This design comes from an exercise in tuning for a short achievable clock period and few clock cycles on the open sky130 flow, not from production work. Function was checked by simulation only, so behaviour that the tests miss may differ from the original. Power is estimated from default activity; no workload was simulated.

==> flow/design.v <==
`timescale 1ns/1ps
`default_nettype none
package sodor_pkg;
    localparam int XLEN     = 32;
    localparam int NUM_REGS = 32;
    typedef logic [XLEN-1:0] word_t;
    typedef logic [31:0]     inst_t;
    typedef logic [4:0]      reg_addr_t;
    localparam logic [6:0] OP_ALU_I  = 7'b0010011;
    localparam logic [6:0] OP_ALU_R  = 7'b0110011;
    localparam logic [6:0] OP_BRANCH = 7'b1100011;
    localparam word_t RESET_PC = '0;
    typedef struct packed {
        logic add;
        logic sll;
        logic slt;
        logic sltu;
        logic xor_;
        logic sr;
        logic or_;
        logic and_;
    } alu_sel_t;
endpackage
`default_nettype wire
`timescale 1ns/1ps
`default_nettype none
module regfile (
    input  logic                 clk,
    input  sodor_pkg::reg_addr_t rs1_addr_i,
    input  sodor_pkg::reg_addr_t rs2_addr_i,
    output sodor_pkg::word_t     rs1_data_o,
    output sodor_pkg::word_t     rs2_data_o,
    input  logic                 we_i,
    input  sodor_pkg::reg_addr_t wr_addr_i,
    input  sodor_pkg::word_t     wr_data_i
);
    sodor_pkg::word_t regs [1:sodor_pkg::NUM_REGS-1];
    always_ff @(posedge clk) begin
        if (we_i && (wr_addr_i != '0)) begin
            regs[wr_addr_i] <= wr_data_i;
        end
    end
    assign rs1_data_o = (rs1_addr_i == '0) ? '0 : regs[rs1_addr_i];
    assign rs2_data_o = (rs2_addr_i == '0) ? '0 : regs[rs2_addr_i];
endmodule
`default_nettype wire
`timescale 1ns/1ps
`default_nettype none
module front_end (
    input  logic                 clk,
    input  logic                 reset,
    input  sodor_pkg::inst_t     imem_data_i,
    output sodor_pkg::word_t     pc_o,
    input  logic                 mispredict_i,
    input  sodor_pkg::word_t     redirect_pc_i,
    input  logic                 x_taken_i,
    input  sodor_pkg::word_t     alu_sum_i,
    input  sodor_pkg::word_t     alu_diff_i,
    input  sodor_pkg::word_t     alu_other_i,
    input  logic                 w_wr_i,
    input  sodor_pkg::reg_addr_t w_rd_i,
    input  sodor_pkg::word_t     w_data_i,
    output logic                 x_valid_o,
    output sodor_pkg::word_t     x_pc_o,
    output sodor_pkg::word_t     x_pc4_o,
    output logic [12:0]          x_br_off_o,
    output logic                 x_pred_o,
    output logic                 x_is_branch_o,
    output logic                 x_wr_o,
    output sodor_pkg::reg_addr_t x_rd_o,
    output logic                 x_k_eq_o,
    output logic                 x_k_lt_o,
    output logic                 x_k_ltu_o,
    output logic                 x_inv_o,
    output logic                 x_flip_o,
    output logic                 x_pred_never_o,
    output logic                 x_sub_o,
    output logic                 x_sra_o,
    output sodor_pkg::alu_sel_t  x_sel_o,
    output sodor_pkg::word_t     x_op_a_o,
    output sodor_pkg::word_t     x_op_b_o
);
    sodor_pkg::word_t     pc_q;
    sodor_pkg::word_t     pc_pred_q;
    sodor_pkg::word_t     pc_redir_q;
    logic                 redir_q;
    sodor_pkg::word_t     pc_out_q;
    sodor_pkg::inst_t     inst;
    logic [6:0]           opcode;
    logic [2:0]           funct3;
    sodor_pkg::reg_addr_t rs1_addr;
    sodor_pkg::reg_addr_t rs2_addr;
    sodor_pkg::reg_addr_t rd_addr;
    logic                 is_alu_i;
    logic                 is_alu_r;
    logic                 is_alu;
    logic                 is_branch;
    logic                 bwd_branch;
    logic                 pred_taken;
    logic                 loop_exit;
    sodor_pkg::word_t     pred_target;
    sodor_pkg::word_t     pred_target_a;
    sodor_pkg::word_t     pred_target_b;
    logic                 f_wr;
    logic                 kill;
    sodor_pkg::word_t     imm;
    sodor_pkg::word_t     pc_plus4;
    sodor_pkg::word_t     next_pc;
    sodor_pkg::word_t     rf_rs1;
    sodor_pkg::word_t     rf_rs2;
    sodor_pkg::word_t     early_rs1;
    sodor_pkg::word_t     early_rs2;
    sodor_pkg::word_t     op_a;
    sodor_pkg::word_t     op_b;
    logic                 x_hit1;
    logic                 byp_add;
    logic                 byp_sub;
    logic                 byp_oth;
    sodor_pkg::word_t     rest_a;
    sodor_pkg::word_t     rest_b;
    logic                 x_hit2;
    sodor_pkg::alu_sel_t  sel;
    logic                 x_valid_q;
    sodor_pkg::word_t     x_pc_q;
    sodor_pkg::word_t     x_pc4_q;
    logic [12:0]          x_br_off_q;
    logic                 x_pred_q;
    logic                 x_bwd_q;
    logic                 x_is_branch_q;
    logic                 x_wr_q;
    sodor_pkg::reg_addr_t x_rd_q;
    logic                 x_k_eq_q;
    logic                 x_k_lt_q;
    logic                 x_k_ltu_q;
    logic                 x_inv_q;
    logic                 x_flip_q;
    logic                 x_pred_never_q;
    logic                 x_sub_q;
    logic                 x_sra_q;
    sodor_pkg::alu_sel_t  x_sel_q;
    sodor_pkg::word_t     x_op_a_q;
    sodor_pkg::word_t     x_op_b_q;
    function automatic logic [29:0] inc30(input logic [29:0] a);
        logic [29:0] r;
        for (int i = 0; i < 30; i++) begin
            r[i] = a[i] ^ ((i == 0) ? 1'b1 : &(a | ~((30'd1 << i) - 30'd1)));
        end
        inc30 = r;
    endfunction
    assign inst      = imem_data_i;
    assign opcode    = inst[6:0];
    assign funct3    = inst[14:12];
    assign rs1_addr  = inst[19:15];
    assign rs2_addr  = inst[24:20];
    assign rd_addr   = inst[11:7];
    assign is_alu_i  = (opcode == sodor_pkg::OP_ALU_I);
    assign is_alu_r  = (opcode == sodor_pkg::OP_ALU_R);
    assign is_alu    = is_alu_i || is_alu_r;
    assign is_branch = (opcode == sodor_pkg::OP_BRANCH);
    assign f_wr      = is_alu && (rd_addr != '0);
    assign imm       = {{20{inst[31]}}, inst[31:20]};
    assign bwd_branch = is_branch && inst[31] && (funct3[2:1] != 2'b01);
    loop_predictor u_loop_predictor (
        .clk        (clk),
        .reset      (reset),
        .f_pc_a_i   (pc_pred_q),
        .f_pc_b_i   (pc_redir_q),
        .f_sel_b_i  (redir_q),
        .exit_o     (loop_exit),
        .x_update_i (x_valid_q && x_bwd_q),
        .x_pc_i     (x_pc_q),
        .x_taken_i  (x_taken_i)
    );
    assign pred_taken = bwd_branch && !loop_exit;
    fetch_target_adder u_fetch_target_a (
        .pc_i     (pc_pred_q),
        .off_i    ({inst[31], inst[7], inst[30:25], inst[11:8], 1'b0}),
        .target_o (pred_target_a)
    );
    fetch_target_adder u_fetch_target_b (
        .pc_i     (pc_redir_q),
        .off_i    ({inst[31], inst[7], inst[30:25], inst[11:8], 1'b0}),
        .target_o (pred_target_b)
    );
    assign pred_target = redir_q ? pred_target_b : pred_target_a;
    assign pc_plus4 = redir_q ? {inc30(pc_redir_q[31:2]), pc_redir_q[1:0]}
                              : {inc30(pc_pred_q[31:2]), pc_pred_q[1:0]};
    assign next_pc  = pred_taken ? pred_target : pc_plus4;
    assign kill     = reset || mispredict_i;
    always_ff @(posedge clk) begin
        if (reset) begin
            pc_pred_q <= sodor_pkg::RESET_PC;
            redir_q   <= 1'b0;
        end else begin
            pc_pred_q <= next_pc;
            redir_q   <= mispredict_i;
        end
        pc_redir_q <= redirect_pc_i;
    end
    assign pc_q = redir_q ? pc_redir_q : pc_pred_q;
    always_ff @(posedge clk) begin
        if (reset) begin
            pc_out_q <= sodor_pkg::RESET_PC;
        end else begin
            pc_out_q <= mispredict_i ? redirect_pc_i : next_pc;
        end
    end
    regfile u_regfile (
        .clk        (clk),
        .rs1_addr_i (rs1_addr),
        .rs2_addr_i (rs2_addr),
        .rs1_data_o (rf_rs1),
        .rs2_data_o (rf_rs2),
        .we_i       (w_wr_i),
        .wr_addr_i  (w_rd_i),
        .wr_data_i  (w_data_i)
    );
    assign early_rs1 = (w_wr_i && (w_rd_i == rs1_addr)) ? w_data_i : rf_rs1;
    assign early_rs2 = (w_wr_i && (w_rd_i == rs2_addr)) ? w_data_i : rf_rs2;
    assign x_hit1    = x_wr_q && (x_rd_q == rs1_addr);
    assign x_hit2    = x_wr_q && (x_rd_q == rs2_addr);
    assign byp_add   = x_sel_q.add && !x_sub_q;
    assign byp_sub   = x_sel_q.add && x_sub_q;
    assign byp_oth   = !x_sel_q.add;
    assign rest_a    = ({32{x_hit1 && byp_oth}} & alu_other_i)
                     | ({32{!x_hit1}}           & early_rs1);
    assign rest_b    = ({32{is_alu_i}}                         & imm)
                     | ({32{!is_alu_i && x_hit2 && byp_oth}}   & alu_other_i)
                     | ({32{!is_alu_i && !x_hit2}}             & early_rs2);
    bypass_mux u_bypass_a (
        .sel_sum_i  (x_hit1 && byp_add),
        .sel_diff_i (x_hit1 && byp_sub),
        .sum_i      (alu_sum_i),
        .diff_i     (alu_diff_i),
        .rest_i     (rest_a),
        .y_o        (op_a)
    );
    bypass_mux u_bypass_b (
        .sel_sum_i  (!is_alu_i && x_hit2 && byp_add),
        .sel_diff_i (!is_alu_i && x_hit2 && byp_sub),
        .sum_i      (alu_sum_i),
        .diff_i     (alu_diff_i),
        .rest_i     (rest_b),
        .y_o        (op_b)
    );
    always_comb begin
        sel      = '0;
        sel.add  = (funct3 == 3'b000);
        sel.sll  = (funct3 == 3'b001);
        sel.slt  = (funct3 == 3'b010);
        sel.sltu = (funct3 == 3'b011);
        sel.xor_ = (funct3 == 3'b100);
        sel.sr   = (funct3 == 3'b101);
        sel.or_  = (funct3 == 3'b110);
        sel.and_ = (funct3 == 3'b111);
    end
    always_ff @(posedge clk) begin
        x_valid_q     <= !kill;
        x_wr_q        <= f_wr && !kill;
        x_pc_q        <= pc_q;
        x_pc4_q       <= pc_plus4;
        x_br_off_q    <= {inst[31], inst[7], inst[30:25], inst[11:8], 1'b0};
        x_pred_q      <= pred_taken;
        x_bwd_q       <= bwd_branch;
        x_is_branch_q <= is_branch;
        x_rd_q        <= rd_addr;
        x_k_eq_q      <= is_branch && (funct3[2:1] == 2'b00);
        x_k_lt_q      <= is_branch && (funct3[2:1] == 2'b10);
        x_k_ltu_q     <= is_branch && (funct3[2:1] == 2'b11);
        x_inv_q       <= funct3[0];
        x_flip_q      <= funct3[0] ^ pred_taken;
        x_pred_never_q <= pred_taken && !(is_branch && (funct3[2:1] != 2'b01));
        x_sub_q       <= is_alu_r && inst[30];
        x_sra_q       <= inst[30];
        x_sel_q       <= sel;
        x_op_a_q      <= op_a;
        x_op_b_q      <= op_b;
    end
    assign pc_o          = pc_out_q;
    assign x_valid_o     = x_valid_q;
    assign x_pc_o        = x_pc_q;
    assign x_pc4_o       = x_pc4_q;
    assign x_br_off_o    = x_br_off_q;
    assign x_pred_o      = x_pred_q;
    assign x_is_branch_o = x_is_branch_q;
    assign x_wr_o        = x_wr_q;
    assign x_rd_o        = x_rd_q;
    assign x_k_eq_o      = x_k_eq_q;
    assign x_k_lt_o      = x_k_lt_q;
    assign x_k_ltu_o     = x_k_ltu_q;
    assign x_inv_o       = x_inv_q;
    assign x_flip_o      = x_flip_q;
    assign x_pred_never_o = x_pred_never_q;
    assign x_sub_o       = x_sub_q;
    assign x_sra_o       = x_sra_q;
    assign x_sel_o       = x_sel_q;
    assign x_op_a_o      = x_op_a_q;
    assign x_op_b_o      = x_op_b_q;
endmodule
`default_nettype wire
`default_nettype none
module loop_predictor #(
    parameter int ENTRIES = 8,
    parameter int CNT_W   = 6
) (
    input  logic             clk,
    input  logic             reset,
    input  sodor_pkg::word_t f_pc_a_i,
    input  sodor_pkg::word_t f_pc_b_i,
    input  logic             f_sel_b_i,
    output logic             exit_o,
    input  logic             x_update_i,
    input  sodor_pkg::word_t x_pc_i,
    input  logic             x_taken_i
);
    logic             valid_q  [ENTRIES];
    logic             conf_q   [ENTRIES];
    logic [31:1]      tag_q    [ENTRIES];
    logic [CNT_W-1:0] cnt_q    [ENTRIES];
    logic [CNT_W-1:0] trip_q   [ENTRIES];
    logic [2:0]       victim_q;
    logic             u_update_q;
    logic             u_taken_q;
    logic [31:1]      u_pc_q;
    logic [ENTRIES-1:0] f_exit;
    logic [ENTRIES-1:0] u_hit;
    logic             exit_a;
    logic             exit_b;
    always_comb begin
        exit_a = 1'b0;
        exit_b = 1'b0;
        for (int i = 0; i < ENTRIES; i++) begin
            f_exit[i] = valid_q[i] && conf_q[i] && (cnt_q[i] == trip_q[i]);
            exit_a    = exit_a | (f_exit[i] & (tag_q[i] == f_pc_a_i[31:1]));
            exit_b    = exit_b | (f_exit[i] & (tag_q[i] == f_pc_b_i[31:1]));
        end
    end
    assign exit_o = f_sel_b_i ? exit_b : exit_a;
    always_ff @(posedge clk) begin
        u_update_q <= x_update_i && !reset;
        u_taken_q  <= x_taken_i;
        u_pc_q     <= x_pc_i[31:1];
    end
    always_comb begin
        for (int i = 0; i < ENTRIES; i++) begin
            u_hit[i] = valid_q[i] && (tag_q[i] == u_pc_q);
        end
    end
    always_ff @(posedge clk) begin
        if (reset) begin
            for (int i = 0; i < ENTRIES; i++) begin
                valid_q[i] <= 1'b0;
            end
            victim_q <= '0;
        end else if (u_update_q) begin
            if (|u_hit) begin
                for (int i = 0; i < ENTRIES; i++) begin
                    if (u_hit[i]) begin
                        if (u_taken_q) begin
                            if (cnt_q[i] == '1) begin
                                conf_q[i] <= 1'b0;
                            end else begin
                                cnt_q[i] <= cnt_q[i] + 1'b1;
                            end
                        end else begin
                            trip_q[i] <= cnt_q[i];
                            conf_q[i] <= (cnt_q[i] != '1);
                            cnt_q[i]  <= '0;
                        end
                    end
                end
            end else if (u_taken_q) begin
                valid_q[victim_q] <= 1'b1;
                conf_q[victim_q]  <= 1'b0;
                tag_q[victim_q]   <= u_pc_q;
                cnt_q[victim_q]   <= 1;
                victim_q          <= victim_q + 1'b1;
            end
        end
    end
endmodule
`default_nettype wire
`default_nettype none
module fetch_target_adder (
    input  sodor_pkg::word_t pc_i,
    input  logic [12:0]      off_i,
    output sodor_pkg::word_t target_o
);
    logic [12:0] p0;
    logic [12:0] g;
    logic [12:0] p;
    logic [13:0] lo;
    logic [18:0] hi;
    logic [18:0] hi_inc;
    logic [18:0] hi_dec;
    always_comb begin
        p0 = pc_i[12:0] ^ off_i;
        g  = pc_i[12:0] & off_i;
        p  = p0;
        for (int d = 1; d < 13; d = d * 2) begin
            for (int i = 12; i >= d; i--) begin
                g[i] = g[i] | (p[i] & g[i-d]);
                p[i] = p[i] & p[i-d];
            end
        end
        lo[0] = p0[0];
        for (int i = 1; i < 13; i++) begin
            lo[i] = p0[i] ^ g[i-1];
        end
        lo[13] = g[12];
    end
    pc_hi_incdec u_incdec (
        .hi_i  (pc_i[31:13]),
        .inc_o (hi_inc),
        .dec_o (hi_dec)
    );
    always_comb begin
        case ({off_i[12], lo[13]})
            2'b01:   hi = hi_inc;
            2'b10:   hi = hi_dec;
            default: hi = pc_i[31:13];
        endcase
    end
    assign target_o = {hi, lo[12:0]};
endmodule
`default_nettype wire
`default_nettype none
module bypass_mux (
    input  logic             sel_sum_i,
    input  logic             sel_diff_i,
    input  sodor_pkg::word_t sum_i,
    input  sodor_pkg::word_t diff_i,
    input  sodor_pkg::word_t rest_i,
    output sodor_pkg::word_t y_o
);
    assign y_o = ({32{sel_sum_i}} & sum_i) | ({32{sel_diff_i}} & diff_i) | rest_i;
endmodule
`default_nettype wire
`default_nettype none
module pc_hi_incdec (
    input  logic [18:0] hi_i,
    output logic [18:0] inc_o,
    output logic [18:0] dec_o
);
    assign inc_o = hi_i + 19'd1;
    assign dec_o = hi_i - 19'd1;
endmodule
`default_nettype wire
`timescale 1ns/1ps
`default_nettype none
module alu_unit (
    input  sodor_pkg::word_t    op_a_i,
    input  sodor_pkg::word_t    op_b_i,
    input  logic                sub_i,     
    input  logic                sra_i,
    input  sodor_pkg::alu_sel_t sel_i,
    input  logic                lt_i,      
    input  logic                ltu_i,
    output sodor_pkg::word_t    sum_o,      
    output sodor_pkg::word_t    diff_o,     
    output sodor_pkg::word_t    other_o,    
    output sodor_pkg::word_t    result_o
);
    sodor_pkg::word_t other;
    sodor_pkg::word_t sum;
    sodor_pkg::word_t diff;
    sodor_pkg::word_t sll_res;
    sodor_pkg::word_t sr_res;
    alu_adder u_add (
        .a_i (op_a_i),
        .b_i (op_b_i),
        .y_o (sum)
    );
    alu_subtractor u_sub (
        .a_i (op_a_i),
        .b_i (op_b_i),
        .y_o (diff)
    );
    alu_shifter u_shift (
        .a_i     (op_a_i),
        .shamt_i (op_b_i[4:0]),
        .sra_i   (sra_i),
        .sll_o   (sll_res),
        .sr_o    (sr_res)
    );
    assign other    = ({32{sel_i.sll}}  & sll_res)
                    | ({32{sel_i.slt}}  & {31'd0, lt_i})
                    | ({32{sel_i.sltu}} & {31'd0, ltu_i})
                    | ({32{sel_i.xor_}} & (op_a_i ^ op_b_i))
                    | ({32{sel_i.sr}}   & sr_res)
                    | ({32{sel_i.or_}}  & (op_a_i | op_b_i))
                    | ({32{sel_i.and_}} & (op_a_i & op_b_i));
    assign result_o = ({32{sel_i.add & !sub_i}} & sum)
                    | ({32{sel_i.add &  sub_i}} & diff)
                    | other;
    assign sum_o    = sum;
    assign diff_o   = diff;
    assign other_o  = other;
endmodule
`default_nettype wire
`default_nettype none
module alu_adder (
    input  sodor_pkg::word_t a_i,
    input  sodor_pkg::word_t b_i,
    output sodor_pkg::word_t y_o
);
    assign y_o = a_i + b_i;
endmodule
`default_nettype wire
`default_nettype none
module alu_subtractor (
    input  sodor_pkg::word_t a_i,
    input  sodor_pkg::word_t b_i,
    output sodor_pkg::word_t y_o
);
    assign y_o = a_i - b_i;
endmodule
`default_nettype wire
`default_nettype none
module alu_shifter (
    input  sodor_pkg::word_t a_i,
    input  logic [4:0]       shamt_i,
    input  logic             sra_i,
    output sodor_pkg::word_t sll_o,
    output sodor_pkg::word_t sr_o
);
    assign sll_o = a_i << shamt_i;
    assign sr_o  = sodor_pkg::word_t'($signed({sra_i & a_i[31], a_i}) >>> shamt_i);
endmodule
`default_nettype wire
`timescale 1ns/1ps
`default_nettype none
module branch_unit (
    input  logic             valid_i,
    input  logic             pred_i,
    input  logic             k_eq_i,
    input  logic             k_lt_i,
    input  logic             k_ltu_i,
    input  logic             inv_i,
    input  logic             flip_i,
    input  logic             pred_never_i,
    input  logic             eq_i,
    input  logic             lt_i,
    input  logic             ltu_i,
    input  sodor_pkg::word_t pc_i,
    input  sodor_pkg::word_t pc4_i,
    input  logic [12:0]      br_off_i,
    output logic             taken_o,
    output sodor_pkg::word_t target_o,
    output logic             mispredict_o,
    output sodor_pkg::word_t redirect_pc_o
);
    pc_adder u_pc_adder (
        .pc_i     (pc_i),
        .off_i    (br_off_i),
        .target_o (target_o)
    );
    assign taken_o = valid_i && ((k_eq_i  && (eq_i  ^ inv_i)) ||
                                 (k_lt_i  && (lt_i  ^ inv_i)) ||
                                 (k_ltu_i && (ltu_i ^ inv_i)));
    assign mispredict_o = valid_i && ((k_eq_i  && (eq_i  ^ flip_i)) ||
                                      (k_lt_i  && (lt_i  ^ flip_i)) ||
                                      (k_ltu_i && (ltu_i ^ flip_i)) ||
                                      pred_never_i);
    assign redirect_pc_o = pred_i ? pc4_i : target_o;
endmodule
`default_nettype wire
`default_nettype none
module pc_adder (
    input  sodor_pkg::word_t pc_i,
    input  logic [12:0]      off_i,
    output sodor_pkg::word_t target_o
);
    assign target_o = pc_i + {{19{off_i[12]}}, off_i};
endmodule
`default_nettype wire
`default_nettype none
module compare_unit (
    input  sodor_pkg::word_t a_i,
    input  sodor_pkg::word_t b_i,
    output logic             eq_o,
    output logic             lt_o,
    output logic             ltu_o
);
    assign eq_o  = (a_i == b_i);
    assign ltu_o = (a_i < b_i);
    assign lt_o  = ($signed(a_i) < $signed(b_i));
endmodule
`default_nettype wire
`timescale 1ns/1ps
`default_nettype none
module writeback_stage (
    input  logic                 clk,
    input  logic                 reset,
    input  logic                 x_valid_i,
    input  sodor_pkg::word_t     x_pc_i,
    input  logic                 x_is_branch_i,
    input  logic                 x_taken_i,
    input  logic                 x_wr_i,
    input  sodor_pkg::reg_addr_t x_rd_i,
    input  sodor_pkg::word_t     x_data_i,
    output logic                 w_valid_o,
    output sodor_pkg::word_t     w_pc_o,
    output logic                 w_is_branch_o,
    output logic                 w_taken_o,
    output logic                 w_wr_o,
    output sodor_pkg::reg_addr_t w_rd_o,
    output sodor_pkg::word_t     w_data_o
);
    logic                 valid_q;
    sodor_pkg::word_t     pc_q;
    logic                 is_branch_q;
    logic                 taken_q;
    logic                 wr_q;
    sodor_pkg::reg_addr_t rd_q;
    sodor_pkg::word_t     data_q;
    always_ff @(posedge clk) begin
        valid_q     <= x_valid_i && !reset;
        wr_q        <= x_wr_i && !reset;
        pc_q        <= x_pc_i;
        is_branch_q <= x_is_branch_i;
        taken_q     <= x_taken_i;
        rd_q        <= x_rd_i;
        data_q      <= x_data_i;
    end
    assign w_valid_o     = valid_q;
    assign w_pc_o        = pc_q;
    assign w_is_branch_o = is_branch_q;
    assign w_taken_o     = taken_q;
    assign w_wr_o        = wr_q;
    assign w_rd_o        = rd_q;
    assign w_data_o      = data_q;
endmodule
`default_nettype wire
`timescale 1ns/1ps
`default_nettype none
module sodor_core (
    input  logic               clk,
    input  logic               reset,
    input  logic [31:0]        imem_data_i,
    output logic [31:0]        pc_o,
    output logic               retire_valid_o,
    output logic [31:0]        retire_pc_o,
    output logic               retire_is_branch_o,
    output logic               retire_taken_o,
    output logic               retire_writes_rd_o,
    output logic [4:0]         retire_rd_o,
    output logic [31:0]        retire_data_o
);
    logic                 x_valid;
    sodor_pkg::word_t     x_pc;
    sodor_pkg::word_t     x_pc4;
    logic [12:0]          x_br_off;
    logic                 x_pred;
    logic                 x_is_branch;
    logic                 x_wr;
    sodor_pkg::reg_addr_t x_rd;
    logic                 x_k_eq;
    logic                 x_k_lt;
    logic                 x_k_ltu;
    logic                 x_inv;
    logic                 x_flip;
    logic                 x_pred_never;
    logic                 x_sub;
    logic                 x_sra;
    sodor_pkg::alu_sel_t  x_sel;
    sodor_pkg::word_t     x_op_a;
    sodor_pkg::word_t     x_op_b;
    sodor_pkg::word_t     alu_result;
    sodor_pkg::word_t     alu_sum;
    sodor_pkg::word_t     alu_diff;
    sodor_pkg::word_t     alu_other;
    logic                 eq;
    logic                 lt;
    logic                 ltu;
    logic                 taken;
    sodor_pkg::word_t     target;
    logic                 mispredict;
    sodor_pkg::word_t     redirect_pc;
    logic                 w_valid;
    sodor_pkg::word_t     w_pc;
    logic                 w_is_branch;
    logic                 w_taken;
    logic                 w_wr;
    sodor_pkg::reg_addr_t w_rd;
    sodor_pkg::word_t     w_data;
    front_end u_front_end (
        .clk           (clk),
        .reset         (reset),
        .imem_data_i   (imem_data_i),
        .pc_o          (pc_o),
        .mispredict_i  (mispredict),
        .redirect_pc_i (redirect_pc),
        .x_taken_i     (taken),
        .alu_sum_i     (alu_sum),
        .alu_diff_i    (alu_diff),
        .alu_other_i   (alu_other),
        .w_wr_i        (w_wr),
        .w_rd_i        (w_rd),
        .w_data_i      (w_data),
        .x_valid_o     (x_valid),
        .x_pc_o        (x_pc),
        .x_pc4_o       (x_pc4),
        .x_br_off_o    (x_br_off),
        .x_pred_o      (x_pred),
        .x_is_branch_o (x_is_branch),
        .x_wr_o        (x_wr),
        .x_rd_o        (x_rd),
        .x_k_eq_o      (x_k_eq),
        .x_k_lt_o      (x_k_lt),
        .x_k_ltu_o     (x_k_ltu),
        .x_inv_o       (x_inv),
        .x_flip_o      (x_flip),
        .x_pred_never_o (x_pred_never),
        .x_sub_o       (x_sub),
        .x_sra_o       (x_sra),
        .x_sel_o       (x_sel),
        .x_op_a_o      (x_op_a),
        .x_op_b_o      (x_op_b)
    );
    alu_unit u_alu_unit (
        .op_a_i   (x_op_a),
        .op_b_i   (x_op_b),
        .sub_i    (x_sub),
        .sra_i    (x_sra),
        .sel_i    (x_sel),
        .lt_i     (lt),
        .ltu_i    (ltu),
        .sum_o    (alu_sum),
        .diff_o   (alu_diff),
        .other_o  (alu_other),
        .result_o (alu_result)
    );
    compare_unit u_compare_unit (
        .a_i   (x_op_a),
        .b_i   (x_op_b),
        .eq_o  (eq),
        .lt_o  (lt),
        .ltu_o (ltu)
    );
    branch_unit u_branch_unit (
        .valid_i       (x_valid),
        .pred_i        (x_pred),
        .k_eq_i        (x_k_eq),
        .k_lt_i        (x_k_lt),
        .k_ltu_i       (x_k_ltu),
        .inv_i         (x_inv),
        .flip_i        (x_flip),
        .pred_never_i  (x_pred_never),
        .eq_i          (eq),
        .lt_i          (lt),
        .ltu_i         (ltu),
        .pc_i          (x_pc),
        .pc4_i         (x_pc4),
        .br_off_i      (x_br_off),
        .taken_o       (taken),
        .target_o      (target),
        .mispredict_o  (mispredict),
        .redirect_pc_o (redirect_pc)
    );
    writeback_stage u_writeback_stage (
        .clk           (clk),
        .reset         (reset),
        .x_valid_i     (x_valid),
        .x_pc_i        (x_pc),
        .x_is_branch_i (x_is_branch),
        .x_taken_i     (taken),
        .x_wr_i        (x_wr),
        .x_rd_i        (x_rd),
        .x_data_i      (alu_result),
        .w_valid_o     (w_valid),
        .w_pc_o        (w_pc),
        .w_is_branch_o (w_is_branch),
        .w_taken_o     (w_taken),
        .w_wr_o        (w_wr),
        .w_rd_o        (w_rd),
        .w_data_o      (w_data)
    );
    assign retire_valid_o     = w_valid;
    assign retire_pc_o        = w_pc;
    assign retire_is_branch_o = w_is_branch;
    assign retire_taken_o     = w_taken;
    assign retire_writes_rd_o = w_wr;
    assign retire_rd_o        = w_rd;
    assign retire_data_o      = w_data;
endmodule
`default_nettype wire
==> flow/run.sh <==
#!/bin/bash
# synth_recipe.tcl (not shown) runs the flow's synth.tcl, then flattens the netlist and writes it again
# the make line also repeats each setting of config.mk as NAME=value (left out here)
make -C /OpenROAD-flow-scripts/flow DESIGN_CONFIG=/design/flow/config.mk WORK_HOME=/design/flow/orfs CLKGATE_MAP_FILE= SYNTH_SCRIPT=/design/flow/synth_recipe.tcl finish
==> flow/config.mk <==
export PLATFORM = sky130hd
export DESIGN_NAME = sodor_core
export DESIGN_NICKNAME = sodor_core
export VERILOG_FILES = /design/flow/design.v
export SDC_FILE = /design/flow/constraint.sdc
export NUM_CORES = 4
export LEC_CHECK = 0
export ABC_CLOCK_PERIOD_IN_PS = 2500
export CAP_MARGIN = 20
export CORE_MARGIN = 2
export CORE_UTILIZATION = 50
export GPL_TIMING_DRIVEN = 1
export SETUP_SLACK_MARGIN = 3.5
export SLEW_MARGIN = 20
export SYNTH_HIERARCHICAL = 1
==> flow/constraint.sdc <==
create_clock -name core_clock -period 6.0 [get_ports {clk}]
set_input_delay 1.2000 -clock core_clock [delete_from_list [all_inputs] [get_ports {clk}]]
set_output_delay 1.2000 -clock core_clock [all_outputs]
set_load 0.01 [all_outputs]
==> impl_metrics.ini, run 1 <==
[power]
ir_worst_vdd_v = 0.000289
p_leak_nw = 46.8
finalPower_mw = 37.4
cellPowerDensity_nw_per_um2 = 295

[die]
fp.dieArea_um2 = 201000
core-area_um2 = 197000
ios = 139
num_rows = 163
fp.dieW_um = 448
initial_core_util_pct = 50.2
die_y_um = 448

[critical_path]
crit_end = u_front_end.pc_out_q[2]
crit_arrival_ns = 4.38
critical_path_class = flip-flop to flip-flop
critPathMaxFanout = 21
rrSetupSlack_ns = 2.36
crit-reg2reg-launch = u_front_end.pc_redir_q[20]
worstPathRequired_ns = 6.75
startpoint = u_front_end.pc_redir_q[20]
crit_path_max_incr_delay_ns = 0.36
crit_path_start_kind = flip-flop
worstPathCellList = buf_12, xnor2_1, nand4_1, nor4_2, nand4_1, o32ai_4, nor4_2, a22oi_2, nor2b_2, nand4_1, buf_4, buf_6, inv_4, a211oi_1, a21oi_2, nor2_4
slowest_stage = dfxtp_1
r2r_end = u_front_end.pc_out_q[2]
worst_r2r_path_depth = 16
endpoint_kind = flip-flop
critical_path.most_common_cell = nand4_1

[yosys]
seq_area_frac_synth_pct = 47.9
ys.flop_type = edfxtp_1
postSynthAreaPerCell_um2 = 12.5
synth_area_um2 = 98600
yosys_warnings = 12
async_reset_ff_share_pct = 0
synthDistinctLibCells = 129
synth_edf_count = 1288
ys_ff_latch = 1716
syn_inst = 7892

[timing]
slew_violations = 0
finalCriticalPeriod_ns = 3.64
max_freq_mhz = 275
setup_slack_ns = 2.36
tightest_slew_ns = 1.17
tns_ns = 0
post-route-period-util_pct = 60.6
setup_viol = 0
hold_viol_final = 0
max-slew-margin-rel_pct = 21.7
skew_ns = 0.0699
rsz0062_at_grt = yes
holdWs_ns = 0.326

[clock_network]
worstSkewPairLatency_ns = 0.89
cts-root-buf = clkbuf_16
clkTransAtPathRegs_ns = 0.06
tritoncts = built
postCtsHoldBufs = 0
clockBufferDepth = 3
cts_max_level = 4
numCtsBuffers = 188
cts_sinks = 1716

[placed_design]
dp_hpwl_um = 251000
port_buffers = 138
place_congestion = 1.00
post-place-cells = 10431
pre_cts_slack_ns = 0.841
placed_area_um2 = 104000

[outcome]
outcome = complete, no violations

[final_layout]
stdcell_count = 11655
postLayoutCoreUtil_pct = 64.4
layout.nets = 9119
drive_gt1_share_pct = 35.3
fin_area_um2 = 127000
syn_to_final_growth_pct = 28.4

[hold_path]
min_path_type = flip-flop to flip-flop

[global_routing]
grt_pass1_vias = 76029
antenna_found_initial = 28
grt_pass1_wl_um = 570000
grt_max_degree = 70
overflow = 0
track_usage_pct = 39.9

[route]
vias = 79308
wl_per_cell_um = 35.6
drtPass1Iterations = 8
via_per_inst = 6.80
final_antenna_net_count = 0
drt_iter0_markers = 10479
wirelength_um = 415000
route.detailed.drc = 0

[run]
cap_violations = 0
-- power breakdown --
part	total [mW]	internal (mW)	switching [mW]	leakage (nW)
Sequential	14.3	13.5	0.798	15.5
Clock	12.0	6.85	5.11	3.10
Combinational	11.2	4.98	6.19	28.2
-- Yosys stat by module (local to each module, per instance), excerpt --
module / area, um2 / times used / flip-flops and latches
fetch_target_adder: 957 / 2 / 0
alu_unit: 2670 / 1 / 0
pc_hi_incdec: 716 / 2 / 0
alu_adder: 1740 / 1 / 0
alu_shifter: 3920 / 1 / 0
bypass_mux: 389 / 2 / 0
compare_unit: 822 / 1 / 0
front_end: 10500 / 1 / 255
regfile: 46500 / 1 / 992
alu_subtractor: 1840 / 1 / 0
-- how the worst min path moves through the flow --
stage,startpoint,to,slack (ns),cells after the start
2_1_floorplan,u_front_end.x_is_branch_q,u_writeback_stage.is_branch_q,0.31,0
3_3_place_gp,u_front_end.x_is_branch_q,u_writeback_stage.is_branch_q,0.32,0
3_5_place_dp,u_front_end.x_is_branch_q,u_writeback_stage.is_branch_q,0.31,0
4_1_cts,u_front_end.x_is_branch_q,u_writeback_stage.is_branch_q,0.33,0
5_1_grt,u_front_end.x_is_branch_q,u_writeback_stage.is_branch_q,0.34,0
6_report,u_front_end.x_is_branch_q,u_writeback_stage.is_branch_q,0.33,0
-- routing by layer --
| metal | part of all wire (%) | track usage (%) | vias up |
|---|---|---|---|
| met5 | 0.054 | 0 | - |
| met4 | 9.1 | 28.0 | 32 |
| met3 | 11 | 9.47 | 1582 |
| met2 | 45 | 62.6 | 5391 |
| met1 | 35 | 48.8 | 39993 |
| li1 | - | - | 32310 |
-- cell families (layout without fill, tap and decap cells) --
kind of cell / count (synthesis) / count (layout) / share of synthesized area [%]
and+or+nand+nor: 1758 / 1762 / 9.56
DFF: 1716 / 1716 / 47.9
AOI/OAI and AO/OA: 1317 / 1317 / 9.59
xor gates and xnor gates: 1065 / 1065 / 9.50
muxes: 1041 / 1041 / 16.4
buffers and inverters: 747 / 1848 / 3.93
adders and majority gates: 247 / 247 / 3.17
other: 1 / 19 / 0.00380
-- worst max-delay path, delay by kind of cell (launching register included) --
kind / cells / cell delay, ns
and+or+nand+nor: 7 / 1.50
xor gates and xnor gates: 1 / 0.16
buffers and inverters: 4 / 0.53
AOI/OAI and AO/OA: 4 / 0.92
DFF: 1 / 0.36
-- cell usage after synthesis, drive strengths merged, types with 242 or more instances --
master / count / area [um2]
edfxtp: 1288 / 38700
nand4: 272 / 1740
nor2: 360 / 1370
xor2: 448 / 3920
xnor2: 617 / 5440
nand2: 372 / 1400
mux4: 416 / 9400
clkbuf: 261 / 990
mux2i: 435 / 4360
ha: 242 / 3030
dfxtp: 428 / 8570
buf: 278 / 2100
-- placed cells by master (no fill, tap or decap), types with 68 or more instances in the layout --
master	instances
buf_6	234
xnor2_1	570
clkbuf_16	215
a21o_1	110
edfxtp_1	1288
nor2_1	275
buf_12	154
nand2_1	343
o21ai_1	97
a21oi_1	166
mux2i_1	413
mux4_2	407
buf_4	666
a221o_1	68
nor4_1	97
xor2_1	426
dfxtp_1	185
dfxtp_4	182
mux2_2	86
nand4_1	268
o21ai_0	71
ha_1	177
mux2_4	104
nand3_1	141
a22oi_1	202
inv_1	189
-- state kept, by name, indices dropped and copies added, names as in the netlist, 30 cells and up --
name and flops:
u_front_end.pc_out_q 32, u_front_end.pc_pred_q 32, u_front_end.pc_redir_q 32, u_front_end.u_loop_predictor.cnt_q 48, u_front_end.u_loop_predictor.tag_q 248, u_front_end.u_loop_predictor.trip_q 48, u_front_end.u_loop_predictor.u_pc_q 31, u_front_end.u_regfile.regs 992
u_front_end.x_op_a_q 32, u_front_end.x_op_b_q 32, u_front_end.x_pc4_q 30, u_front_end.x_pc_q 32, u_writeback_stage.data_q 32, u_writeback_stage.pc_q 32
-- repair_timing --
item	in CTS	in global routing
pin swaps	283	215
resized for setup	1832	427
setup endpoints to repair	1453	749
setup buffers	507	223
cloned	103	24
-- final cells by class --
type / count / area, um2
antenna: 15 / 37.5
clock buffer: 257 / 5280
clock inverter: 95 / 1040
fill: 14657 / 69900
inverter: 207 / 826
multi-input combinational: 5436 / 52500
sequential: 1716 / 48000
tap: 2640 / 3300
timing repair buffer: 1283 / 15600
timing repair inverter: 6 / 42.5
Testbench counts, summed over its fixed seeds: cycles 33,106.
==> run 2: changes to the inputs <==
--- a/flow/design.v
+++ b/flow/design.v
@@ -59,2 +59,4 @@
     input  sodor_pkg::word_t     alu_other_i,
+    input  logic                 alu_lt_i,
+    input  logic                 alu_ltu_i,
     input  logic                 w_wr_i,
@@ -86,3 +88,2 @@
     logic                 redir_q;
-    sodor_pkg::word_t     pc_out_q;
     sodor_pkg::inst_t     inst;
@@ -200,9 +201,2 @@
     assign pc_q = redir_q ? pc_redir_q : pc_pred_q;
-    always_ff @(posedge clk) begin
-        if (reset) begin
-            pc_out_q <= sodor_pkg::RESET_PC;
-        end else begin
-            pc_out_q <= mispredict_i ? redirect_pc_i : next_pc;
-        end
-    end
     regfile u_regfile (
@@ -223,3 +217,3 @@
     assign byp_sub   = x_sel_q.add && x_sub_q;
-    assign byp_oth   = !x_sel_q.add;
+    assign byp_oth   = !x_sel_q.add && !x_sel_q.slt && !x_sel_q.sltu;
     assign rest_a    = ({32{x_hit1 && byp_oth}} & alu_other_i)
@@ -232,2 +226,6 @@
         .sel_diff_i (x_hit1 && byp_sub),
+        .sel_lt_i   (x_hit1 && x_sel_q.slt),
+        .sel_ltu_i  (x_hit1 && x_sel_q.sltu),
+        .lt_i       (alu_lt_i),
+        .ltu_i      (alu_ltu_i),
         .sum_i      (alu_sum_i),
@@ -240,2 +238,6 @@
         .sel_diff_i (!is_alu_i && x_hit2 && byp_sub),
+        .sel_lt_i   (!is_alu_i && x_hit2 && x_sel_q.slt),
+        .sel_ltu_i  (!is_alu_i && x_hit2 && x_sel_q.sltu),
+        .lt_i       (alu_lt_i),
+        .ltu_i      (alu_ltu_i),
         .sum_i      (alu_sum_i),
@@ -278,3 +280,3 @@
     end
-    assign pc_o          = pc_out_q;
+    assign pc_o          = pc_q;
     assign x_valid_o     = x_valid_q;
@@ -303,3 +305,4 @@
     parameter int ENTRIES = 8,
-    parameter int CNT_W   = 6
+    parameter int CNT_W   = 6,
+    parameter int TAG_W   = 12
 ) (
@@ -317,3 +320,3 @@
     logic             conf_q   [ENTRIES];
-    logic [31:1]      tag_q    [ENTRIES];
+    logic [TAG_W:1]   tag_q    [ENTRIES];
     logic [CNT_W-1:0] cnt_q    [ENTRIES];
@@ -323,3 +326,3 @@
     logic             u_taken_q;
-    logic [31:1]      u_pc_q;
+    logic [TAG_W:1]   u_pc_q;
     logic [ENTRIES-1:0] f_exit;
@@ -333,4 +336,4 @@
             f_exit[i] = valid_q[i] && conf_q[i] && (cnt_q[i] == trip_q[i]);
-            exit_a    = exit_a | (f_exit[i] & (tag_q[i] == f_pc_a_i[31:1]));
-            exit_b    = exit_b | (f_exit[i] & (tag_q[i] == f_pc_b_i[31:1]));
+            exit_a    = exit_a | (f_exit[i] & (tag_q[i] == f_pc_a_i[TAG_W:1]));
+            exit_b    = exit_b | (f_exit[i] & (tag_q[i] == f_pc_b_i[TAG_W:1]));
         end
@@ -341,3 +344,3 @@
         u_taken_q  <= x_taken_i;
-        u_pc_q     <= x_pc_i[31:1];
+        u_pc_q     <= x_pc_i[TAG_W:1];
     end
@@ -430,2 +433,6 @@
     input  logic             sel_diff_i,
+    input  logic             sel_lt_i,
+    input  logic             sel_ltu_i,
+    input  logic             lt_i,
+    input  logic             ltu_i,
     input  sodor_pkg::word_t sum_i,
@@ -435,3 +442,4 @@
 );
-    assign y_o = ({32{sel_sum_i}} & sum_i) | ({32{sel_diff_i}} & diff_i) | rest_i;
+    assign y_o = ({32{sel_sum_i}} & sum_i) | ({32{sel_diff_i}} & diff_i) | rest_i
+               | {31'd0, (sel_lt_i & lt_i) | (sel_ltu_i & ltu_i)};
 endmodule
@@ -486,4 +494,2 @@
     assign other    = ({32{sel_i.sll}}  & sll_res)
-                    | ({32{sel_i.slt}}  & {31'd0, lt_i})
-                    | ({32{sel_i.sltu}} & {31'd0, ltu_i})
                     | ({32{sel_i.xor_}} & (op_a_i ^ op_b_i))
@@ -494,2 +500,4 @@
                     | ({32{sel_i.add &  sub_i}} & diff)
+                    | ({32{sel_i.slt}}  & {31'd0, lt_i})
+                    | ({32{sel_i.sltu}} & {31'd0, ltu_i})
                     | other;
@@ -601,10 +609,16 @@
     input  sodor_pkg::word_t     x_data_i,
-    output logic                 w_valid_o,
-    output sodor_pkg::word_t     w_pc_o,
-    output logic                 w_is_branch_o,
-    output logic                 w_taken_o,
     output logic                 w_wr_o,
     output sodor_pkg::reg_addr_t w_rd_o,
-    output sodor_pkg::word_t     w_data_o
+    output sodor_pkg::word_t     w_data_o,
+    output logic                 r_valid_o,
+    output sodor_pkg::word_t     r_pc_o,
+    output logic                 r_is_branch_o,
+    output logic                 r_taken_o,
+    output logic                 r_writes_rd_o,
+    output sodor_pkg::reg_addr_t r_rd_o,
+    output sodor_pkg::word_t     r_data_o
 );
+    logic                 wr_q;
+    sodor_pkg::reg_addr_t rd_q;
+    sodor_pkg::word_t     data_q;
     logic                 valid_q;
@@ -613,18 +627,21 @@
     logic                 taken_q;
-    logic                 wr_q;
-    sodor_pkg::reg_addr_t rd_q;
-    sodor_pkg::word_t     data_q;
+    logic                 writes_rd_q;
+    sodor_pkg::reg_addr_t ret_rd_q;
+    sodor_pkg::word_t     ret_data_q;
+    always_ff @(posedge clk) begin
+        wr_q   <= x_wr_i && !reset;
+        rd_q   <= x_rd_i;
+        data_q <= x_data_i;
+    end
     always_ff @(posedge clk) begin
-        valid_q     <= x_valid_i && !reset;
-        wr_q        <= x_wr_i && !reset;
-        pc_q        <= x_pc_i;
-        is_branch_q <= x_is_branch_i;
-        taken_q     <= x_taken_i;
-        rd_q        <= x_rd_i;
-        data_q      <= x_data_i;
-    end
-    assign w_valid_o     = valid_q;
-    assign w_pc_o        = pc_q;
-    assign w_is_branch_o = is_branch_q;
-    assign w_taken_o     = taken_q;
+        valid_q <= x_valid_i && !reset;
+        if (x_valid_i) begin
+            pc_q        <= x_pc_i;
+            is_branch_q <= x_is_branch_i;
+            taken_q     <= x_taken_i;
+            writes_rd_q <= x_wr_i;
+            ret_rd_q    <= x_rd_i;
+            ret_data_q  <= x_data_i;
+        end
+    end
     assign w_wr_o        = wr_q;
@@ -632,2 +649,9 @@
     assign w_data_o      = data_q;
+    assign r_valid_o     = valid_q;
+    assign r_pc_o        = pc_q;
+    assign r_is_branch_o = is_branch_q;
+    assign r_taken_o     = taken_q;
+    assign r_writes_rd_o = writes_rd_q;
+    assign r_rd_o        = ret_rd_q;
+    assign r_data_o      = ret_data_q;
 endmodule
@@ -679,6 +703,2 @@
     sodor_pkg::word_t     redirect_pc;
-    logic                 w_valid;
-    sodor_pkg::word_t     w_pc;
-    logic                 w_is_branch;
-    logic                 w_taken;
     logic                 w_wr;
@@ -697,2 +717,4 @@
         .alu_other_i   (alu_other),
+        .alu_lt_i      (lt),
+        .alu_ltu_i     (ltu),
         .w_wr_i        (w_wr),
@@ -770,17 +792,13 @@
         .x_data_i      (alu_result),
-        .w_valid_o     (w_valid),
-        .w_pc_o        (w_pc),
-        .w_is_branch_o (w_is_branch),
-        .w_taken_o     (w_taken),
         .w_wr_o        (w_wr),
         .w_rd_o        (w_rd),
-        .w_data_o      (w_data)
+        .w_data_o      (w_data),
+        .r_valid_o     (retire_valid_o),
+        .r_pc_o        (retire_pc_o),
+        .r_is_branch_o (retire_is_branch_o),
+        .r_taken_o     (retire_taken_o),
+        .r_writes_rd_o (retire_writes_rd_o),
+        .r_rd_o        (retire_rd_o),
+        .r_data_o      (retire_data_o)
     );
-    assign retire_valid_o     = w_valid;
-    assign retire_pc_o        = w_pc;
-    assign retire_is_branch_o = w_is_branch;
-    assign retire_taken_o     = w_taken;
-    assign retire_writes_rd_o = w_wr;
-    assign retire_rd_o        = w_rd;
-    assign retire_data_o      = w_data;
 endmodule
==> impl_metrics.ini, run 2 <==
[global_routing]
antenna_found_initial = 12
track_usage_pct = 35.1
grt_pass1_wl_um = 460000
overflow = 0
grt_max_degree = 65
grt_pass1_vias = 64926

[timing]
finalCriticalPeriod_ns = 3.37
skew_ns = 0.0465
max_freq_mhz = 297
holdWs_ns = 0.393
post-route-period-util_pct = 56.1
max-slew-margin-rel_pct = 23.7
rsz0062_at_grt = yes
setup_viol = 0
slew_violations = 0
tns_ns = 0
setup_slack_ns = 2.63
hold_viol_final = 0
tightest_slew_ns = 1.14

[yosys]
yosys_warnings = 12
synth_top_cell_area_share_pct = 41.1
synthDistinctLibCells = 121
yosysMostFrequentCell = edfxtp_1
yosysTopAreaCell = edfxtp_1
synth_common_cells = edfxtp_1 (1208), mux2i_1 (463), mux4_2 (407)
ys_ff_latch = 1551
synth_area_leaders = edfxtp_1 (41%), mux4_2 (10%), dfxtp_1 (7.8%)
seq_area_frac_synth_pct = 48.9
postSynthAreaPerCell_um2 = 12.8
async_reset_ff_share_pct = 0
ys.flop_type = edfxtp_1
syn_inst = 6904
synth_edf_count = 1208
synth_area_um2 = 88200

[clock_network]
numCtsBuffers = 170
cts_max_level = 4
cts_sinks = 1551
clockBufferDepth = 3
cts-root-buf = clkbuf_16
worstSkewPairLatency_ns = 0.83
clkTransAtPathRegs_ns = 0.06
postCtsHoldBufs = 0
tritoncts = built

[final_layout]
reg.largest.list = u_front_end.u_regfile.regs: 992 flops, u_front_end.u_loop_predictor.tag_q: 96 flops
regMostFlops = u_front_end.u_regfile.regs
layout.nets = 7901
drive_gt1_share_pct = 34.9
largest_reg_flops = 992
fillCellCount = 13212
final_cell_mix = edfxtp_1 (1208), buf_4 (558), mux2i_1 (450)
syn_to_final_growth_pct = 24.7
final_common_cell = edfxtp_1

[critical_path]
startpoint = u_front_end.x_op_b_q[0]
worstPathRequired_ns = 6.69
worstPathCellList = buf_6, buf_12, buf_16, buf_12, mux4_2, a21oi_2, o22ai_2, a311o_1, a22oi_1, o211ai_1, buf_4, a32oi_4, o21ai_2, a221o_1
crit-reg2reg-launch = u_front_end.x_op_b_q[0]
crit_path_max_incr_delay_ns = 0.57
crit_arrival_ns = 4.05
crit_family = compound AO/OA/AOI/OAI gates
critPathBufInv = 5
critical_path.most_common_cell = buf_12
endpoint_kind = flip-flop
crit_path_start_kind = flip-flop
critPathMaxFanout = 6
critical_path_class = flip-flop to flip-flop
slowest_stage = mux4_2

[route]
route.detailed.drc = 0
drt_iter0_markers = 8453
wirelength_um = 325000
final_antenna_net_count = 0
via_per_inst = 6.68
vias = 67486
drtPass1Iterations = 8
wl_per_cell_um = 32.2

[die]
initial_core_util_pct = 50.2
num_rows = 154
core-area_um2 = 176000
ios = 139
fp.dieW_um = 424
die_y_um = 424
fp.dieArea_um2 = 180000

[placed_design]
dp_hpwl_um = 195000
port_buffers = 138
pre_cts_slack_ns = 1.02
place_congestion = 0.943

[outcome]
outcome = complete, no violations

[power]
ir_worst_vdd_v = 0.000311
p_leak_nw = 40.3
cellPowerDensity_nw_per_um2 = 294

[hold_path]
min_path_type = flip-flop to flip-flop
holdCritStartpoint = u_front_end.x_pc_q[8]

[run]
cap_violations = 0
run 2: cell type report:
type / count / area, um2 / share of cell area, %
Timing Repair inverter: 6 / 80.1 / 0.0728
Timing Repair Buffer: 1021 / 10700 / 9.73
Tap cell: 2340 / 2930 / 2.66
Sequential cell: 1551 / 43600 / 39.7
Multi-Input combinational cell: 4683 / 46500 / 42.3
Clock buffer: 229 / 4600 / 4.18
Clock inverter: 83 / 827 / 0.752
Inverter: 187 / 731 / 0.664
Antenna cell: 6 / 15.0 / 0.0137
run 2: logic make-up after synthesis:
logic type      synth area share (%)
fa+ha+maj                       3.55
flops                           48.9
mux                             18.2
simple gates                    8.85
other cells                  0.00425
compound gates                  10.6
buf+inv                         3.89
xor+xnor                        5.99
run 2: per-module statistics from Yosys, one instance, submodules excluded, excerpt:
module | cells | area, um2 | times used | flops+latches
alu_adder | 241 | 1740 | 1 | 0
alu_shifter | 437 | 3920 | 1 | 0
compare_unit | 115 | 822 | 1 | 0
pc_adder | 237 | 1690 | 1 | 0
pc_hi_incdec | 103 | 716 | 2 | 0
regfile | 2601 | 46500 | 1 | 992
writeback_stage | 113 | 2960 | 1 | 111
run 2: worst register-to-register path, delay by kind of cell (launching register included):
| kind | cells | cell delay, ns |
|---|---|---|
| flops | 1 | 0.37 |
| compound gates | 8 | 1.58 |
| buf+inv | 5 | 0.74 |
| mux | 1 | 0.57 |
run 2: per-stage QoR:
stage / area [um2] / power (mW) / util, % / instances
2_1_floorplan: 89900 / 17.6 / - / 6907
3_3_place_gp: 92800 / 19.8 / 52.8 / 9092
3_5_place_dp: 92800 / 19.9 / 52.8 / 9094
4_1_cts: 107000 / 31.6 / 60.8 / 9926
5_1_grt: 110000 / 33.3 / 62.6 / 10100
6_report: 110000 / 32.3 / 62.6 / 10106
run 2: what timing repair did:
item	4_1_cts	5_1_grt
resized for setup	1392	368
cloned	48	9
pin swaps	325	225
endpoints found under the hold margin	0	0
endpoints found under the setup margin	1212	709
setup buffers	472	164
run 2: worst paths after layout:
| path | slack, ns | depth (start not counted) | endpoint |
|---|---|---|---|
| max | 2.63 | 14 | u_front_end.x_op_b_q[8] |
| min | 0.39 | 0 | u_front_end.u_loop_predictor.u_pc_q[8] |
| max reg2reg | 2.63 | 14 | u_front_end.x_op_b_q[8] |
| min reg2reg | 0.39 | 0 | u_front_end.u_loop_predictor.u_pc_q[8] |
run 2: power by group:
part / total, mW / internal [mW] / switching (mW) / leakage, nW
combinational: 8.90 / 4.00 / 4.90 / 23.7
sequential: 13.1 / 12.3 / 0.777 / 14.0
clock: 10.3 / 5.81 / 4.52 / 2.64
run 2: layer usage:
metal	GRT usage, %	part of all wire [%]	routed length (um)	up-vias
met5	0	0.020	64	-
met2	53.7	45	145000	3869
met4	16.0	5.4	17500	10
met1	48.1	40	129000	34427
li1	-	-	-	28361
met3	7.50	10	33400	819
Testbench counts of run 2, summed over its fixed seeds: cycles 33,106.

afterwards: timing with drivers on the ports:
The flow's constraints put no driver on any port. The routed layouts listed below were extracted and timed again, unchanged, in two steps. Step 1 (the two cells are an assumption about what drives the block):
set clk [get_ports {clk}]
set_driving_cell -lib_cell sky130_fd_sc_hd__clkbuf_16 $clk
set_driving_cell -lib_cell sky130_fd_sc_hd__buf_2 [delete_from_list [all_inputs] $clk]
Step 2 adds t to the input delays and takes it off the output delays; t is the mean of the earliest and latest rising clock arrival at the registers after step 1. Input paths then give back, and output paths get back, about the clock's delay inside the block. a / b / c = ideal ports / drivers / drivers and shift; a / b = the first two.
| run | shift t [ns] | slack for setup (ns) | worst setup path after step 2 | clock arrival spread, ns |
|---|---|---|---|---|
| run 1 | 0.955 | 2.364 / 2.364 / 1.586 | input to register | 0.071 / 0.071 |
| run 2 | 0.891 | 2.632 / 2.518 / 1.628 | input to register | 0.049 / 0.049 |
After both steps setup and hold are still met in every run listed. The setup slack of run 2, which loses most, moves by -0.114 ns with the drivers and by -1.004 ns with both steps.
